Context: an optimization exercise on an open-source flow, tuned for small area, a short achievable clock period and few clock cycles per item. The choices shown serve that exercise and are no tape-out recipe. In this exercise RTL edits were held to simulation tests only and were not proved equivalent to the original. Power is estimated from default activity; no workload was simulated.

==> inputs of 08-26 <==
Design multiturn_polar_angle_tracker, start of the top module:
module multiturn_polar_angle_tracker #(
  parameter int SAMPLES_PER_AVERAGE = 5,
  parameter int SAMPLE_BITS         = 12
) (
  input  logic                                  clk,
  input  logic                                  rst,
  input  logic                                  psel,
  input  logic                                  penable,
  input  logic                                  pwrite,
  input  logic [mpat_pkg::APB_ADDR_W-1:0]       paddr,
  input  logic [mpat_pkg::APB_DATA_W-1:0]       pwdata,
  output logic [mpat_pkg::APB_DATA_W-1:0]       prdata,
  output logic                                  pready,
  input  logic [SAMPLE_BITS-1:0]                sample,
  input  logic                                  sample_valid,
  output logic                                  sample_stall,
  output logic signed [mpat_pkg::ANGLE_W-1:0]   angle_q8,
  output logic [mpat_pkg::STAGE_W-1:0]          stage,
  output logic [mpat_pkg::OUT_W-1:0]            average,
  output logic [mpat_pkg::OUT_W-1:0]            max_seen,
  output logic [mpat_pkg::OUT_W-1:0]            min_seen,
  output logic                                  result_valid,
  input  logic                                  result_stall
);
clock: 7.0 ns
lec_check: 0
cap_margin: 20
core_margin: 2
core_utilization: 40
cts_cluster_diameter: 120
cts_cluster_size: 20
setup_slack_margin: 3.15
slew_margin: 20
standard.sh (not shown) runs the stock make flow with config.mk's settings and CLKGATE_MAP_FILE= SYNTH_SCRIPT=/design/flow/synth_recipe.tcl, a recipe that flattens the netlist after the stock synthesis.
==> flow/flow/run.sh <==
#!/bin/bash
# Layout flow: the standard ORFS flow (standard.sh's make call) with these
# changes: synthesis maps with an area-oriented ABC script (flow/area.abc)
# instead of ORFS's speed script; ports are buffered with buf_N cells given
# below; and the cells listed in EXTRA_DONT_USE are kept out of the netlist
# (added to the platform's don't-use list). Register mapping, flattening,
# renaming, floorplan, power grid, placement, CTS and routing are unchanged.
set -euo pipefail
here=$(pwd)
EXTRA_DONT_USE="sky130_fd_sc_hd__a222oi_1"
PORT_BUFFER="sky130_fd_sc_hd__buf_1"
# synthesis body: ORFS synth.tcl with the abc script argument replaced
sed 's#^source \$::env(SCRIPTS_DIR)/synth_preamble.tcl#source $::env(SCRIPTS_DIR)/synth_preamble.tcl\nset abc_args [lreplace $abc_args 1 1 $::env(MY_ABC_SCRIPT)]#' \
  "$FLOW_HOME/scripts/synth.tcl" > "$here/my_synth_body.tcl"
grep -q 'MY_ABC_SCRIPT' "$here/my_synth_body.tcl"
# The standard flow's synthesis wrapper, sourcing that body instead of ORFS's synth.tcl
sed "s#source \$::env(SCRIPTS_DIR)/synth.tcl#source $here/my_synth_body.tcl#" \
  "$here/synth_recipe.tcl" > "$here/my_synth.tcl"
grep -q 'my_synth_body.tcl' "$here/my_synth.tcl"
# the platform's don't-use list plus the extra cells
du=$(DONT_USE_CELLS="$EXTRA_DONT_USE" make -s -C "$FLOW_HOME" DESIGN_CONFIG="$here/config.mk" \
  WORK_HOME="$here/orfs" print-DONT_USE_CELLS 2> "$here/dont_use.log" | sed -n 's/^DONT_USE_CELLS: //p')
echo "$du" >> "$here/dont_use.log"
for c in $EXTRA_DONT_USE; do grep -q "$c" <<< "$du"; done
grep -q 'probe_p_8' <<< "$du"
# standard.sh with the synthesis script swapped and the don't-use list given
sed "s#SYNTH_SCRIPT=[^ ]*#SYNTH_SCRIPT=$here/my_synth.tcl ADDER_MAP_FILE= DONT_USE_CELLS=\"$du\"#" \
  "$here/standard.sh" > "$here/my_standard.sh"
grep -q 'my_synth.tcl' "$here/my_standard.sh"
export BUFFER_PORTS_ARGS="-buffer_cell $PORT_BUFFER"
export MY_ABC_SCRIPT="$here/flow/area.abc"
bash "$here/my_standard.sh" > "$here/flow.log" 2>&1
==> flow/flow/area.abc <==
&get -n
&st
&dch
&nf
&put
==> 11-14 (differences from 08-26) <==
--- a/flow/design.v
+++ b/flow/design.v
@@ -159,34 +159,39 @@
     end
     div_b = {3'b0, sq[11:7], qb};
   end
   assign mean = sq[11:0];
   logic [11:0] avg_q;
   logic [3:0]  stg_q;
   logic [11:0] max_q;
   logic [11:0] min_q;
+  logic [21:0] ang_q;
   logic        rv_q;
   logic        out_busy;
   logic        acc_res;
+  logic        out_free;
   logic        do_trk;
   logic        do_load;
+  logic        do_fin;
   assign acc_res  = rv_q && !result_stall;
+  assign out_free = !out_busy || acc_res;
   logic [13:0] up_s;
   logic [13:0] up_c;
   logic [13:0] dn_s;
   logic [13:0] dn_c;
   logic [13:0] up_y;
   logic [13:0] dn_y;
   logic        up;
   logic        down;
   logic [12:0] gt_y;
   logic [12:0] lt_y;
   logic        new_max;
   logic        new_min;
+  logic [4:0]  step;
   logic [3:0]  stg_next;
   always_comb begin
     logic [13:0] p;
     logic [13:0] m;
     logic [13:0] np;
     logic [13:0] nm;
     logic [13:0] nt;
     p  = {2'b0, avg_q};
@@ -209,122 +214,105 @@
   assign dn_y    = dn_s + dn_c;
   assign up      = !up_y[13];
   assign down    = !dn_y[13];
   assign gt_y    = {1'b0, mean} + {1'b0, ~max_q};
   assign lt_y    = {1'b0, min_q} + {1'b0, ~mean};
   assign new_max = gt_y[12];
   assign new_min = lt_y[12];
   always_comb begin
-    logic [3:0] inc_v;
-    logic [3:0] dec_v;
-    logic [3:0] keep_v;
-    inc_v  = ({1'b0, stg_q} + 5'd1 > {1'b0, r_max}) ? 4'd0 : stg_q + 4'd1;
-    dec_v  = (stg_q == 4'd0 || stg_q - 4'd1 > r_max) ? 4'd0 : stg_q - 4'd1;
-    keep_v = (stg_q > r_max) ? 4'd0 : stg_q;
     if (up) begin
-      stg_next = inc_v;
+      step = {1'b0, stg_q} + 5'd1;
     end else if (down) begin
-      stg_next = dec_v;
+      step = {1'b0, stg_q} - 5'd1;
     end else begin
-      stg_next = keep_v;
+      step = {1'b0, stg_q};
+    end
+    if (step > {1'b0, r_max}) begin
+      stg_next = '0;
+    end else begin
+      stg_next = step[3:0];
     end
   end
   logic signed [16:0] a_q;
   logic [13:0]        d_q;
   logic [7:0]         l_q;
   logic [1:0]         m_cnt;
   logic               m_busy;
+  logic               m_done;
   logic               m_idle;
   logic [12:0]        dval;
-  logic [20:0]        tsum;
   logic [6:0]         dneg;
   logic [16:0]        a_init;
-  assign dval = tsum[12:0];
+  assign dval = {1'b0, mean} - {1'b0, r_zero};
   always_comb begin
     logic [15:0] dx;
     dx = {dval[12], dval[12], dval, 1'b0};
     for (int j = 0; j < 7; j++) begin
       dneg[j] = dx[2*j+2] & ~(dx[2*j+1] & dx[2*j]);
     end
     a_init     = '0;
     a_init[0]  = dneg[0];
     a_init[2]  = dneg[1];
     a_init[4]  = dneg[2];
     a_init[6]  = dneg[3];
     a_init[7]  = 1'b1;
     a_init[8]  = dneg[4];
     a_init[10] = dneg[5];
     a_init[12] = dneg[6];
   end
-  assign m_idle  = !m_busy && (!rv_q || acc_res);
+  assign m_idle  = !m_busy && (!m_done || do_fin);
   assign do_load = s_full && s_mean && !d_done && m_idle;
-  logic [3:0] fl_stg;
-  logic       fl_max;
-  logic       fl_min;
-  logic       fl_ok;
-  always_ff @(posedge clk) begin
-    fl_stg <= stg_next;
-    fl_max <= new_max;
-    fl_min <= new_min;
-  end
-  assign do_trk  = s_full && s_mean && fl_ok && !t_done && !out_busy;
+  assign do_trk  = s_full && s_mean && !t_done && out_free;
+  assign do_fin  = m_done && out_busy && !rv_q;
   logic trk_d;
   logic m_go;
-  assign m_go = (m_cnt != 2'd3) || (out_busy && !trk_d);
+  assign m_go = (m_cnt != 2'd3) || (out_busy && !rv_q && !trk_d);
   logic [20:0] row0;
   logic [20:0] row1;
   logic [20:0] cs_s;
   logic [20:0] cs_c;
-  logic [13:0] d_next;
-  logic [5:0]  enc_q;
-  logic        last_q;
-  logic        busy_next;
-  assign busy_next = do_load || (m_busy && !(m_go && m_cnt == 2'd3));
-  always_comb begin
-    if (do_load) begin
-      d_next = {dval, 1'b0};
-    end else if (m_busy && m_go) begin
-      d_next = {{4{d_q[13]}}, d_q[13:4]};
-    end else begin
-      d_next = d_q;
-    end
-  end
-  function automatic logic [2:0] booth_enc(input logic [2:0] b);
-    booth_enc = {b[1] ^ b[0],
-                 (b[2] & ~b[1] & ~b[0]) | (~b[2] & b[1] & b[0]),
-                 b[2] & ~(b[1] & b[0])};
-  endfunction
-  always_ff @(posedge clk) begin
-    enc_q  <= busy_next ? {booth_enc(d_next[4:2]), booth_enc(d_next[2:0])} : 6'd0;
-    last_q <= busy_next && (do_load ? 1'b0 : ((m_busy && m_go) ? (m_cnt == 2'd2) : (m_cnt == 2'd3)));
-  end
+  logic [20:0] tsum;
   always_comb begin
+    logic [2:0]  b0;
+    logic [2:0]  b1;
+    logic        one0;
+    logic        two0;
+    logic        neg0;
+    logic        one1;
+    logic        two1;
+    logic        neg1;
     logic [17:0] g1;
     logic [17:0] g2;
-    logic [20:0] xs;
     logic [20:0] a;
-    g1 = {2'b0, r_gain};
-    g2 = {1'b0, r_gain, 1'b0};
+    b0   = d_q[2:0];
+    b1   = d_q[4:2];
+    one0 = b0[1] ^ b0[0];
+    two0 = (b0[2] & ~b0[1] & ~b0[0]) | (~b0[2] & b0[1] & b0[0]);
+    neg0 = b0[2] & ~(b0[1] & b0[0]);
+    one1 = b1[1] ^ b1[0];
+    two1 = (b1[2] & ~b1[1] & ~b1[0]) | (~b1[2] & b1[1] & b1[0]);
+    neg1 = b1[2] & ~(b1[1] & b1[0]);
+    g1   = {2'b0, r_gain};
+    g2   = {1'b0, r_gain, 1'b0};
     for (int i = 0; i < 18; i++) begin
-      row0[i]     = ((enc_q[2] & g1[i]) | (enc_q[1] & g2[i])) ^ enc_q[0];
-      row1[i + 2] = ((enc_q[5] & g1[i]) | (enc_q[4] & g2[i])) ^ enc_q[3];
+      row0[i]     = ((one0 & g1[i]) | (two0 & g2[i])) ^ neg0;
+      row1[i + 2] = ((one1 & g1[i]) | (two1 & g2[i])) ^ neg1;
     end
-    row0[20:18] = {3{enc_q[0]}};
+    row0[20:18] = {3{neg0}};
     row1[1:0]   = 2'b00;
-    row1[20]    = enc_q[3];
-    xs   = {{3{x_q[13]}}, x_q, 4'b0};
-    row1 = row1 | (last_q ? xs : 21'd0);
-    row0 = row0 | (m_busy ? 21'd0 : {9'b0, mean});
-    row1 = row1 | (m_busy ? 21'd0 : ~{9'b0, r_zero});
-    a = m_busy ? 21'(a_q) : 21'd0;
+    row1[20]    = neg1;
+    if (m_cnt == 2'd3) begin
+      row1 = {{3{x_q[13]}}, x_q, 4'b0};
+    end
+    a = 21'(a_q);
     for (int i = 0; i < 21; i++) begin
       cs_s[i] = a[i] ^ row0[i] ^ row1[i];
     end
-    cs_c[0] = !m_busy;
+    cs_c[0] = 1'b0;
     for (int i = 1; i < 21; i++) begin
       cs_c[i] = (a[i-1] & row0[i-1]) | (a[i-1] & row1[i-1]) | (row0[i-1] & row1[i-1]);
     end
   end
   assign tsum = cs_s + cs_c;
   logic [13:0] x_q;
   logic [13:0] x_next;
   always_comb begin
@@ -378,19 +366,19 @@
     if (rst) begin
       s_full       <= 1'b0;
       s_half       <= 1'b0;
       s_mean       <= 1'b0;
       d_done       <= 1'b0;
       t_done       <= 1'b0;
       sample_stall <= 1'b0;
       m_busy       <= 1'b0;
+      m_done       <= 1'b0;
       m_cnt        <= '0;
       trk_d        <= 1'b0;
-      fl_ok        <= 1'b0;
       rv_q         <= 1'b0;
       out_busy     <= 1'b0;
       avg_q        <= '0;
       stg_q        <= '0;
       max_q        <= '0;
       min_q        <= '1;
     end else begin
       s_full       <= s_full_next;
@@ -408,47 +396,53 @@
       end
       if (do_load) begin
         m_busy <= 1'b1;
         m_cnt  <= '0;
       end else if (m_busy && m_go) begin
         m_cnt <= m_cnt + 2'd1;
         if (m_cnt == 2'd3) begin
           m_busy <= 1'b0;
+          m_done <= 1'b1;
         end
       end
+      if (do_fin) m_done <= 1'b0;
       trk_d <= do_trk;
-      fl_ok <= s_full && s_mean && !do_trk;
-      if (m_busy && m_go && m_cnt == 2'd3) rv_q <= 1'b1;
+      if (do_fin) rv_q <= 1'b1;
       else if (acc_res) rv_q <= 1'b0;
       if (do_trk) out_busy <= 1'b1;
       else if (acc_res) out_busy <= 1'b0;
       if (do_trk) begin
         avg_q <= mean;
-        stg_q <= fl_stg;
-        if (fl_max) max_q <= mean;
-        if (fl_min) min_q <= mean;
+        stg_q <= stg_next;
+        if (new_max) max_q <= mean;
+        if (new_min) min_q <= mean;
       end
     end
   end
   always_ff @(posedge clk) begin
     if (take && last) begin
       sq <= acc_sum;
     end else if (s_full && !s_half) begin
       sq <= div_a;
     end else if (s_full && !s_mean) begin
       sq <= div_b;
     end
-    d_q <= d_next;
     if (do_load) begin
       a_q <= a_init;
+      d_q <= {dval, 1'b0};
     end else if (m_busy && m_go) begin
       a_q <= tsum[20:4];
+      d_q <= {{4{d_q[13]}}, d_q[13:4]};
       l_q <= {tsum[3:0], l_q[7:4]};
     end
+    if (do_fin) begin
+      if (!a_q[14] && a_q[13]) ang_q <= 22'h1fffff;
+      else ang_q <= {a_q[13:0], l_q};
+    end
   end
-  assign angle_q8     = (!a_q[14] && a_q[13]) ? 22'h1fffff : {a_q[13:0], l_q};
+  assign angle_q8     = ang_q;
   assign stage        = stg_q;
   assign average      = avg_q;
   assign max_seen     = max_q;
   assign min_seen     = min_q;
   assign result_valid = rv_q;
 endmodule
==> flow/flow/run.sh (replaced) <==
#!/bin/bash
# Layout flow: the standard ORFS flow, with one change in synthesis: the
# ABC technology-mapping script is an area-oriented one (area.abc) instead of
# ORFS's speed script. Everything else (register mapping, flattening, renaming,
# floorplan, placement, CTS, routing) is the standard flow, run through
# standard.sh with its own make arguments.
set -euo pipefail
here=$(pwd)
# synthesis body: ORFS synth.tcl with the abc script argument replaced
sed 's#^source \$::env(SCRIPTS_DIR)/synth_preamble.tcl#source $::env(SCRIPTS_DIR)/synth_preamble.tcl\nset abc_args [lreplace $abc_args 1 1 $::env(MY_ABC_SCRIPT)]#' \
  "$FLOW_HOME/scripts/synth.tcl" > "$here/my_synth_body.tcl"
grep -q 'MY_ABC_SCRIPT' "$here/my_synth_body.tcl"
# The standard flow's synthesis wrapper, sourcing that body instead of ORFS's synth.tcl
sed "s#source \$::env(SCRIPTS_DIR)/synth.tcl#source $here/my_synth_body.tcl#" \
  "$here/synth_recipe.tcl" > "$here/my_synth.tcl"
grep -q 'my_synth_body.tcl' "$here/my_synth.tcl"
# standard.sh with the synthesis script swapped
sed "s#SYNTH_SCRIPT=[^ ]*#SYNTH_SCRIPT=$here/my_synth.tcl#" "$here/standard.sh" > "$here/my_standard.sh"
grep -q 'my_synth.tcl' "$here/my_standard.sh"
export MY_ABC_SCRIPT="$here/flow/area.abc"
bash "$here/my_standard.sh" > "$here/flow.log" 2>&1
==> flow/flow/area.abc (replaced) <==
strash
&get -n
&fraig -x
&put
scorr
dc2
dretime
strash
&get -n
&dch -f
&nf -R 1000
&put
CTS_CLUSTER_DIAMETER = default   (was 120)
CTS_CLUSTER_SIZE = default   (was 20)
SETUP_SLACK_MARGIN = 3.0   (was 3.15)
==> 10-03 (differences from 08-26) <==
CORE_UTILIZATION = 50   (was 40)
SETUP_SLACK_MARGIN = 3.25   (was 3.15)
==> 09-04 (differences from 08-26) <==
--- a/flow/design.v
+++ b/flow/design.v
@@ -230,20 +230,19 @@
   end
   logic signed [16:0] a_q;
   logic [13:0]        d_q;
   logic [7:0]         l_q;
   logic [1:0]         m_cnt;
   logic               m_busy;
   logic               m_idle;
   logic [12:0]        dval;
-  logic [20:0]        tsum;
   logic [6:0]         dneg;
   logic [16:0]        a_init;
-  assign dval = tsum[12:0];
+  assign dval = {1'b0, mean} - {1'b0, r_zero};
   always_comb begin
     logic [15:0] dx;
     dx = {dval[12], dval[12], dval, 1'b0};
     for (int j = 0; j < 7; j++) begin
       dneg[j] = dx[2*j+2] & ~(dx[2*j+1] & dx[2*j]);
     end
     a_init     = '0;
     a_init[0]  = dneg[0];
@@ -269,38 +268,37 @@
   assign do_trk  = s_full && s_mean && fl_ok && !t_done && !out_busy;
   logic trk_d;
   logic m_go;
   assign m_go = (m_cnt != 2'd3) || (out_busy && !trk_d);
   logic [20:0] row0;
   logic [20:0] row1;
   logic [20:0] cs_s;
   logic [20:0] cs_c;
+  logic [20:0] tsum;
   logic [13:0] d_next;
   logic [5:0]  enc_q;
   logic        last_q;
-  logic        busy_next;
-  assign busy_next = do_load || (m_busy && !(m_go && m_cnt == 2'd3));
   always_comb begin
     if (do_load) begin
       d_next = {dval, 1'b0};
     end else if (m_busy && m_go) begin
       d_next = {{4{d_q[13]}}, d_q[13:4]};
     end else begin
       d_next = d_q;
     end
   end
   function automatic logic [2:0] booth_enc(input logic [2:0] b);
     booth_enc = {b[1] ^ b[0],
                  (b[2] & ~b[1] & ~b[0]) | (~b[2] & b[1] & b[0]),
                  b[2] & ~(b[1] & b[0])};
   endfunction
   always_ff @(posedge clk) begin
-    enc_q  <= busy_next ? {booth_enc(d_next[4:2]), booth_enc(d_next[2:0])} : 6'd0;
-    last_q <= busy_next && (do_load ? 1'b0 : ((m_busy && m_go) ? (m_cnt == 2'd2) : (m_cnt == 2'd3)));
+    enc_q  <= {booth_enc(d_next[4:2]), booth_enc(d_next[2:0])};
+    last_q <= do_load ? 1'b0 : ((m_busy && m_go) ? (m_cnt == 2'd2) : (m_cnt == 2'd3));
   end
   always_comb begin
     logic [17:0] g1;
     logic [17:0] g2;
     logic [20:0] xs;
     logic [20:0] a;
     g1 = {2'b0, r_gain};
     g2 = {1'b0, r_gain, 1'b0};
@@ -308,23 +306,21 @@
       row0[i]     = ((enc_q[2] & g1[i]) | (enc_q[1] & g2[i])) ^ enc_q[0];
       row1[i + 2] = ((enc_q[5] & g1[i]) | (enc_q[4] & g2[i])) ^ enc_q[3];
     end
     row0[20:18] = {3{enc_q[0]}};
     row1[1:0]   = 2'b00;
     row1[20]    = enc_q[3];
     xs   = {{3{x_q[13]}}, x_q, 4'b0};
     row1 = row1 | (last_q ? xs : 21'd0);
-    row0 = row0 | (m_busy ? 21'd0 : {9'b0, mean});
-    row1 = row1 | (m_busy ? 21'd0 : ~{9'b0, r_zero});
-    a = m_busy ? 21'(a_q) : 21'd0;
+    a = 21'(a_q);
     for (int i = 0; i < 21; i++) begin
       cs_s[i] = a[i] ^ row0[i] ^ row1[i];
     end
-    cs_c[0] = !m_busy;
+    cs_c[0] = 1'b0;
     for (int i = 1; i < 21; i++) begin
       cs_c[i] = (a[i-1] & row0[i-1]) | (a[i-1] & row1[i-1]) | (row0[i-1] & row1[i-1]);
     end
   end
   assign tsum = cs_s + cs_c;
   logic [13:0] x_q;
   logic [13:0] x_next;
   always_comb begin
==> flow/flow/run.sh (replaced) <==
#!/bin/bash
# Layout flow: the standard ORFS flow, with one change in synthesis: the
# ABC technology-mapping script is an area-oriented one (area.abc) instead of
# ORFS's speed script. Everything else (register mapping, flattening, renaming,
# floorplan, placement, CTS, routing) is the standard flow, run through
# standard.sh with its own make arguments.
set -euo pipefail
here=$(pwd)
# synthesis body: ORFS synth.tcl with the abc script argument replaced
sed 's#^source \$::env(SCRIPTS_DIR)/synth_preamble.tcl#source $::env(SCRIPTS_DIR)/synth_preamble.tcl\nset abc_args [lreplace $abc_args 1 1 $::env(MY_ABC_SCRIPT)]#' \
  "$FLOW_HOME/scripts/synth.tcl" > "$here/my_synth_body.tcl"
grep -q 'MY_ABC_SCRIPT' "$here/my_synth_body.tcl"
# The standard flow's synthesis wrapper, sourcing that body instead of ORFS's synth.tcl
sed "s#source \$::env(SCRIPTS_DIR)/synth.tcl#source $here/my_synth_body.tcl#" \
  "$here/synth_recipe.tcl" > "$here/my_synth.tcl"
grep -q 'my_synth_body.tcl' "$here/my_synth.tcl"
# standard.sh with the synthesis script swapped
sed "s#SYNTH_SCRIPT=[^ ]*#SYNTH_SCRIPT=$here/my_synth.tcl#" "$here/standard.sh" > "$here/my_standard.sh"
grep -q 'my_synth.tcl' "$here/my_standard.sh"
export BUFFER_PORTS_ARGS="-buffer_cell sky130_fd_sc_hd__buf_2"
export MY_ABC_SCRIPT="$here/flow/area.abc"
bash "$here/my_standard.sh" > "$here/flow.log" 2>&1
CTS_CLUSTER_SIZE = 18   (was 20)
SETUP_SLACK_MARGIN = 3.0   (was 3.15)
==> comparison table <==
metric	08-26	10-03	09-04	11-14
Sink count of the clock tree	213	213	213	222
Switching share of total power	27.3%	27.5%	34.9%	28.4%
Clock distribution power	851 uW	847 uW	857 uW	1350 uW
Worst relative slew slack	32.3%	27.9%	26.1%	26.4%
Highest attainable clock frequency	261 MHz	264 MHz	242 MHz	219 MHz
Sequential group share of total power	53.3%	53.3%	40.7%	39.0%
Least-Margin Pin Slew	1.02 ns	1.08 ns	1.11 ns	1.10 ns
Category of the worst setup path launch point	primary input	primary input	primary input	register
VDD IR-drop max	113 uV	176 uV	179 uV	168 uV
Met1 track demand over resource	30.9%	40.2%	27.9%	27.9%
DIE AREA	0.0357 mm2	0.0287 mm2	0.0366 mm2	0.0371 mm2
Maximum number of pins on one net before global-route repair	65	79	79	96
Synthesized netlist cell count	1,716	1,716	1,578	1,590
Run status	complete, no violations	complete, no violations	complete, no violations	complete, no violations
Start of the worst register-to-register path	stg_q[2]$_SDFFE_PP0P_	sq[14]$_DFFE_PP_	enc_q[4]$_DFF_P_	d_q[2]$_DFFE_PP_
Avg Inst Size Synth	7.98 um2	7.98 um2	8.89 um2	8.96 um2
Area fraction in compound gates after synthesis	22.3%	22.3%	20.5%	18.3%
Post-CTS sizing	17	52	23	105
CORE AREA	0.0336 mm2	0.0270 mm2	0.0345 mm2	0.0353 mm2
GR met3 Demand/Resource	3.06%	3.31%	3.14%	2.47%
Sum of met3 wire segment lengths after detailed routing	2470 um	2420 um	2160 um	2070 um
Testbench counts of 08-26, summed over its fixed seeds: cycles 16,064, items 3,200.
Testbench counts of 11-14, summed over its fixed seeds: cycles 16,072, items 3,200.
Testbench counts of 10-03, summed over its fixed seeds: cycles 16,064, items 3,200.
Testbench counts of 09-04, summed over its fixed seeds: cycles 16,064, items 3,200.

## separate check: timing with driven ports
The results above use ideal ports. As a check the final layouts listed here were re-extracted and re-timed, cells and wires unchanged.
Step 1 sets driving cells, clkbuf_16 on the clock port and buf_2 on the other inputs (assumed; they add their load-dependent delay and slew).
Step 2, shift: input delay + t, output delay - t, t = (earliest + latest rising clock arrival at the registers) / 2. This alone moves slack from input paths to output paths.
Slacks: ideal ports / drivers / drivers and shift; pairs: ideal ports / drivers.
| run | t (ns) | setup slack, ns | slew at the worst register clock pin (ns) | cell pins on the clock port's net |
|---|---|---|---|---|
| 08-26 | 0.536 | 3.163 / 3.118 / 3.021 | 0.10 / 0.10 | 1 |
| 11-14 | 0.585 | 2.433 / 2.433 / 2.433 | 0.07 / 0.07 | 1 |
| 10-03 | 0.534 | 3.216 / 3.166 / 3.032 | 0.10 / 0.10 | 1 |
| 09-04 | 0.543 | 2.869 / 2.831 / 2.831 | 0.09 / 0.09 | 1 |
After both steps every run listed still meets setup and hold. For 10-03, which loses most, drivers alone change the setup slack by -0.050 ns; drivers and shift together by -0.184 ns.
